Context: an optimization exercise on an open-source flow, tuned for small area, a short achievable clock period and few clock cycles per item. The choices shown serve that exercise and are no tape-out recipe.
At most, simulation tests tie the RTL to the original design; equivalence was not proved.
Power is estimated from default activity; no workload was simulated.

== the previous run ==
Design circle_mask_rect_generator_unit, start of the top module:
module circle_mask_rect_generator_unit (
  input  logic         clk,
  input  logic         rst_n,
  input  logic         in_valid,
  output logic         in_ready,
  input  logic [7:0]   in_row,
  output logic         out_valid,
  input  logic         out_ready,
  output logic [8:0]   out_x_left,
  output logic [7:0]   out_y_top,
  output logic [8:0]   out_x_right,
  output logic [7:0]   out_y_bottom,
  output logic         out_last_of_batch,
  input  logic         cfg_valid,
  output logic         cfg_ready,
  input  logic [1:0]   cfg_index,
  input  logic [13:0]  cfg_data
);
Size in the first run: about 3200 cells after synthesis, ~310 flip-flops, ~67 I/O pins, roughly 23000 um^2 of cells after synthesis.
export LEC_CHECK = 0
export ABC_AREA = 1
export CAP_MARGIN = 20
export CORE_MARGIN = 2
export CORE_UTILIZATION = 40
export SETUP_SLACK_MARGIN = 3.5
export SLEW_MARGIN = 20
create_clock -name core_clock -period 8.0 [get_ports {clk}]
run.sh (not shown) runs the stock make flow with config.mk's settings and CLKGATE_MAP_FILE= SYNTH_SCRIPT=/design/flow/synth_recipe.tcl, a recipe that flattens the netlist after the stock synthesis.
The previous run went all the way through the flow, and no timing, DRC or antenna check failed.
Testbench counts of the previous run, summed over its fixed seeds: cycles 18,297, rows 11,528.
The following lists how the current run was set up differently from the previous run:
-- flow/design.v --
<<< the previous run, line 109
  logic               hbit_r;
  logic sel_clr, sel_clry, sel_prep, sel_hor, sel_move, sel_step, sel_conv;
  logic       run_open_r;
  logic [7:0] run_t_r, run_b_r;
>>> the current run, line 109
  logic               hbit_r;
  logic sel_clr, sel_clry, sel_prep, sel_hor, sel_move, sel_step, sel_conv;
  logic [3:0] o_rr;    
  logic       run_open_r;
  logic [7:0] run_t_r, run_b_r;
<<< the previous run, line 224
  logic [7:0]         clr_t;
  assign o_l = cx_r[3:0];
  assign o_r = 4'(-cx_r[3:0]);
  assign fl  = {cx_r[13], cx_r[13:4]};
  assign ce  = fl + {10'd0, (o_l != 4'd0)};
>>> the current run, line 225
  logic [7:0]         clr_t;
  assign o_l = cx_r[3:0];
  assign o_r = o_rr;
  assign fl  = {cx_r[13], cx_r[13:4]};
  assign ce  = fl + {10'd0, (o_l != 4'd0)};
<<< the previous run, line 376
    dm_r    <= dm_n;
    top_r    <= top_c;
    bot_r    <= bot_c;
    act_r    <= act_c;
>>> the current run, line 377
    dm_r    <= dm_n;
    top_r    <= top_c;
    o_rr     <= 4'(-cx_r[3:0]);
    bot_r    <= bot_c;
    act_r    <= act_c;
==> run summary <==
- On internal portion of total power, the current run tracks the previous run almost exactly.
- The maximum net fanout on the critical path reported for the current run is smaller than that of the previous run by 10.
- Delta(final cell count without fillers, the current run - the previous run) < 0
- The current run against the previous run: total of flip-flops plus latches after synthesis up 4, static leakage flat, aggregate global routing overflow flat, critical path depth up 17.
- Going from the previous run to the current run, count of cells along the worst register-to-register path shrank by a few percent.
- The vertical die dimension was comparable across the previous run and the current run.
- Fmax grows slightly when moving from the previous run to the current run.
- [compare] base=the previous run new=the current run: count of distinct cell types in the synthesized netlist saw a decrease, power saw a decrease.
Testbench counts of the current run, summed over its fixed seeds: cycles 18,297, rows 11,528.

---

Setup of north:
circle_mask_rect_generator_unit with an RTL version that a note above also has.
Size in the first run: roughly 2700 cells after synthesis, ~67 I/O pins, ~23000 um2 of cells after synthesis.
==> flow/design.v (excerpt) <==
module circle_mask_rect_generator_unit (
  input  logic         clk,
  input  logic         rst_n,
  input  logic         in_valid,
  output logic         in_ready,
  input  logic [7:0]   in_row,
  output logic         out_valid,
  input  logic         out_ready,
  output logic [8:0]   out_x_left,
  output logic [7:0]   out_y_top,
  output logic [8:0]   out_x_right,
  output logic [7:0]   out_y_bottom,
  output logic         out_last_of_batch,
  input  logic         cfg_valid,
  output logic         cfg_ready,
  input  logic [1:0]   cfg_index,
  input  logic [13:0]  cfg_data
);
clock: 8.0 ns
lec_check: 0
cap_margin: 20
core_margin: 2
core_utilization: 40
setup_slack_margin: 3.5
slew_margin: 20
Testbench counts of north, summed over its fixed seeds: cycles 18,297, rows 11,528.
The inputs of south differ from those of north as listed below.
diff --git a/flow/design.v b/flow/design.v
--- a/flow/design.v
+++ b/flow/design.v
@@ -101,21 +101,20 @@
   logic       f_same, f_nxt;      
   logic       bdone_r, rph_r, have_r;
   logic               tv_r, dm_r;
   logic [7:0]         ty_r;
   logic signed [13:0] q_r;       
   logic               t_prep, t_hor;
   logic [3:0]         hcnt_r;
   logic [24:0]        hb_r;      
   logic               hbit_r;
   logic sel_clr, sel_clry, sel_prep, sel_hor, sel_move, sel_step, sel_conv;
-  logic [3:0] o_rr;    
   logic       run_open_r;
   logic [7:0] run_t_r, run_b_r;
   logic [8:0] run_l_r, run_r_r;
   logic       p_v, p_e1, p_e2, p_band, p_last;
   logic [7:0] p_a, p_b;
   logic [8:0] p_l, p_r;
   logic cfg_wr;
   assign cfg_wr = cfg_valid && (cfg_index != 2'd3);
   logic               open_c, closed_c, act_c;
   logic signed [14:0] cy_e, r_e, lo_s, hi_s, lo_f, hi_f;
@@ -217,21 +216,21 @@
   assign acc = in_ready && in_valid;
   assign yn  = acc ? in_row : y_r;
   logic [3:0]         o_l, o_r;
   logic signed [10:0] fl, ce, e_l, e_r;
   logic               cvn_l, cvn_r;
   logic signed [24:0] dq, hx;
   logic               hc, dm_n;
   logic signed [13:0] ap, bp;
   logic [7:0]         clr_t;
   assign o_l = cx_r[3:0];
-  assign o_r = o_rr;
+  assign o_r = 4'(-cx_r[3:0]);
   assign fl  = {cx_r[13], cx_r[13:4]};
   assign ce  = fl + {10'd0, (o_l != 4'd0)};
   assign ap = $signed({2'b00, rad_r}) + 14'sd8 - q_r;
   assign bp = 14'sd8 - $signed({2'b00, rad_r}) - q_r;
   assign dq = $signed({{7{q_r[12]}}, q_r[12:0], 5'd0});
   assign hx = !hbit_r ? 25'sd0 : (hcnt_r == 4'd13) ? $signed(~hb_r) : $signed(hb_r);
   assign hc = ap[13];
   assign dm_n = sel_conv ? 1'b1 : sel_clr ? 1'b0 : dm_r;
   cmru_edge_trk #(.NEG(1'b1)) u_trk_l (
     .clk (clk), .sel_clr (sel_clr), .sel_prep (sel_prep), .sel_hor (sel_hor),
@@ -369,21 +368,20 @@
   always_ff @(posedge clk) begin
     r0_v    <= r0v_n;
     have_r  <= have_n;
     tv_r    <= tv_n;
     t_prep  <= prep_n;
     t_hor   <= hor_n;
     ty_r    <= ty_n;
     q_r     <= q_n;
     dm_r    <= dm_n;
     top_r    <= top_c;
-    o_rr     <= 4'(-cx_r[3:0]);
     bot_r    <= bot_c;
     act_r    <= act_c;
     closed_r <= closed_c;
     open_r   <= open_c;
     band_r   <= act_c && (top_c < bot_c);
     wr_d     <= cfg_wr;
     if (acc) y_r <= in_row;
     f_stale <= stale_n;
     f_is0   <= is0_n;
     f_inb   <= inb_n;
### Flow results
- Comparing critical path depth for south and north, the bigger number came from north.
- Status: cell count parity (north, south)
- Sort south and north by average wire per standard cell, descending, and south comes first.
- Looking at south and north, the layout overhead on the synthesized area is a wash.
- Number of nets produced by synthesis (higher): north
- south gives less number of buffer and inverter stages on the critical path than north did.
- Delta (south minus north): row count barely changed, max-capacitance violation count held.
- Area enclosed by the die boundary across south and north: no real change.
- From north to south the numbers moved as follows: synthesized cell count now sits lower; flip-flop and latch share of the layout cell area now sits lower.
Testbench counts of south, summed over its fixed seeds: cycles 18,297, rows 11,528.

---

Another version of the RTL of circle_mask_rect_generator_unit (not shown whole).
For scale: ~2900 cells after synthesis, about 67 I/O pins, ~0.025 sq mm of cells after synthesis.
clock: 8.0 ns
lec_check: 0
cap_margin: 20
core_margin: 2
core_utilization: 40
setup_slack_margin: 3.5
slew_margin: 20
Edit:
--- a/flow/design.v
+++ b/flow/design.v
@@ -104,16 +104,14 @@
   logic [7:0]         ty_r;
   logic signed [13:0] q_r;       
   logic               t_prep, t_hor;
   logic [3:0]         hcnt_r;
   logic [24:0]        hb_r;      
   logic               hbit_r;
   logic sel_clr, sel_clry, sel_prep, sel_hor, sel_move, sel_step, sel_conv;
-  logic [3:0] o_rr;    
-  logic [7:0] bm1_r;   
   logic       run_open_r;
   logic [7:0] run_t_r, run_b_r;
   logic [8:0] run_l_r, run_r_r;
   logic       p_v, p_e1, p_e2, p_band, p_last;
   logic [7:0] p_a, p_b;
   logic [8:0] p_l, p_r;
   logic cfg_wr;
@@ -221,15 +219,15 @@
   logic signed [10:0] fl, ce, e_l, e_r;
   logic               cvn_l, cvn_r;
   logic signed [24:0] dq, hx;
   logic               hc, dm_n;
   logic signed [13:0] ap, bp;
   logic [7:0]         clr_t;
   assign o_l = cx_r[3:0];
-  assign o_r = o_rr;
+  assign o_r = 4'(-cx_r[3:0]);
   assign fl  = {cx_r[13], cx_r[13:4]};
   assign ce  = fl + {10'd0, (o_l != 4'd0)};
   assign ap = $signed({2'b00, rad_r}) + 14'sd8 - q_r;
   assign bp = 14'sd8 - $signed({2'b00, rad_r}) - q_r;
   assign dq = $signed({{7{q_r[12]}}, q_r[12:0], 5'd0});
   assign hx = !hbit_r ? 25'sd0 : (hcnt_r == 4'd13) ? $signed(~hb_r) : $signed(hb_r);
   assign hc = ap[13];
@@ -282,29 +280,29 @@
   assign ty_n = sel_clr ? clr_t : sel_move ? ty1 : ty_r;
   assign q_n  = sel_clr  ? ($signed({2'b00, clr_t, 4'b0000}) + 14'sd16 - cy_r) :
                 sel_move ? (q_r + 14'sd16) : q_r;
   logic is0_a, inb_a, last_a, band_a, same_a, nxt_a;
   logic is0_c, inb_c, last_c, band_c2, same_c, nxt_c;
   logic have_c;
   function automatic logic [5:0] classify(input logic [7:0] y, input logic [7:0] top,
-      input logic [7:0] bot, input logic [7:0] bm1, input logic act, input logic closed, input logic mv,
+      input logic [7:0] bot, input logic act, input logic closed, input logic mv,
       input logic [7:0] t0, input logic [7:0] t1, input logic [7:0] t2);
     logic z, ib, la, bd, sm, nx;
     z  = (y == 8'd0);
     ib = act && (y >= top) && (y < bot);
-    la = (y == bm1) && (bot != 8'd0);
+    la = ({1'b0, y} + 9'd1 == {1'b0, bot});
     bd = z && (closed || (act && ((top != 8'd0) || (bot != 8'd240))));
     sm = mv ? (y == t1) : (y == t0);
     nx = mv ? (y == t2) : (y == t1);
     classify = {z, ib, la, bd, sm, nx};
   endfunction
   assign {is0_a, inb_a, last_a, band_a, same_a, nxt_a} =
-      classify(in_row, top_r, bot_r, bm1_r, act_r, closed_r, sel_move, ty_r, ty1, ty2);
+      classify(in_row, top_r, bot_r, act_r, closed_r, sel_move, ty_r, ty1, ty2);
   assign {is0_c, inb_c, last_c, band_c2, same_c, nxt_c} =
-      classify(y_r, top_r, bot_r, bm1_r, act_r, closed_r, sel_move, ty_r, ty1, ty2);
+      classify(y_r, top_r, bot_r, act_r, closed_r, sel_move, ty_r, ty1, ty2);
   assign have_c = have_r || (proc && f_inb && res_ok);
   assign r0v_n   = rst_n && (in_ready ? in_valid : r0_v);
   assign have_n  = rst_n && !done && have_c;
   assign stale_n = wr_d;
   assign is0_n   = acc ? is0_a  : is0_c;
   assign inb_n   = acc ? inb_a  : inb_c;
   assign last_n  = acc ? last_a : last_c;
@@ -403,16 +401,14 @@
     tv_r    <= tv_n;
     t_prep  <= prep_n;
     t_hor   <= hor_n;
     ty_r    <= ty_n;
     q_r     <= q_n;
     dm_r    <= dm_n;
     top_r    <= top_c;
-    o_rr     <= 4'(-cx_r[3:0]);
-    bm1_r    <= bot_c - 8'd1;
     bot_r    <= bot_c;
     act_r    <= act_c;
     closed_r <= closed_c;
     open_r   <= open_c;
     band_r   <= act_c && (top_c < bot_c);
     wr_d     <= cfg_wr;
     if (acc) y_r <= in_row;
Result: The changed run produced a clean layout; worst setup slack degrades by 190 ps; core utilization is about the same; design area came out lower by 4.1%; via count falls by 5.0%; register-to-register slack is worse by 190 ps; critical path depth is higher by 7; non-clock buffer count is lower by 5; wire length decreases by 5.5%; clock-buffer cell count falls by 14; clock power goes down by about 5%.
No run of this note included a check of the RTL's function; only the layout flow was run.

==> what the ideal ports hide <==
The flow's constraints put no driver on any port. The routed layouts listed below were extracted and timed again, unchanged, in two steps.
Step 1 (the two cells are an assumption about what drives the block):
set clk [get_ports {clk}]
set_driving_cell -lib_cell sky130_fd_sc_hd__clkbuf_16 $clk
set_driving_cell -lib_cell sky130_fd_sc_hd__buf_2 [delete_from_list [all_inputs] $clk]
Step 2 adds t to the input delays and takes it off the output delays; t is the mean of the earliest and latest rising clock arrival at the registers after step 1. Input paths then give back, and output paths get back, about the clock's delay inside the block.
Slacks: ideal ports / drivers / drivers and shift; pairs: ideal ports / drivers.
| run | t, ns | setup WS [ns] | worst setup path at the end | worst register clock-pin slew, ns | pins driven straight from the clock port |
|---|---|---|---|---|---|
| the previous run | 0.637 | 3.376 / 3.377 / 2.780 | input to register | 0.06 / 0.06 | 1 |
| the current run | 0.629 | 3.412 / 3.389 / 2.983 | input to register | 0.07 / 0.07 | 1 |
| north | 0.628 | 3.097 / 3.098 / 2.470 | input to register | 0.07 / 0.07 | 1 |
| south | 0.627 | 3.162 / 3.167 / 2.541 | input to register | 0.06 / 0.06 | 1 |
| the first run of note 3 | 0.631 | 3.174 / 3.174 / 3.174 | register to register | 0.07 / 0.07 | 1 |
| the second run of note 3 | 0.600 | 2.981 / 2.981 / 2.981 | register to register | 0.07 / 0.07 | 1 |
After both steps setup and hold are still met in every run listed. The setup slack of north, which loses most, moves by +0.001 ns with the drivers and by -0.627 ns with both steps.
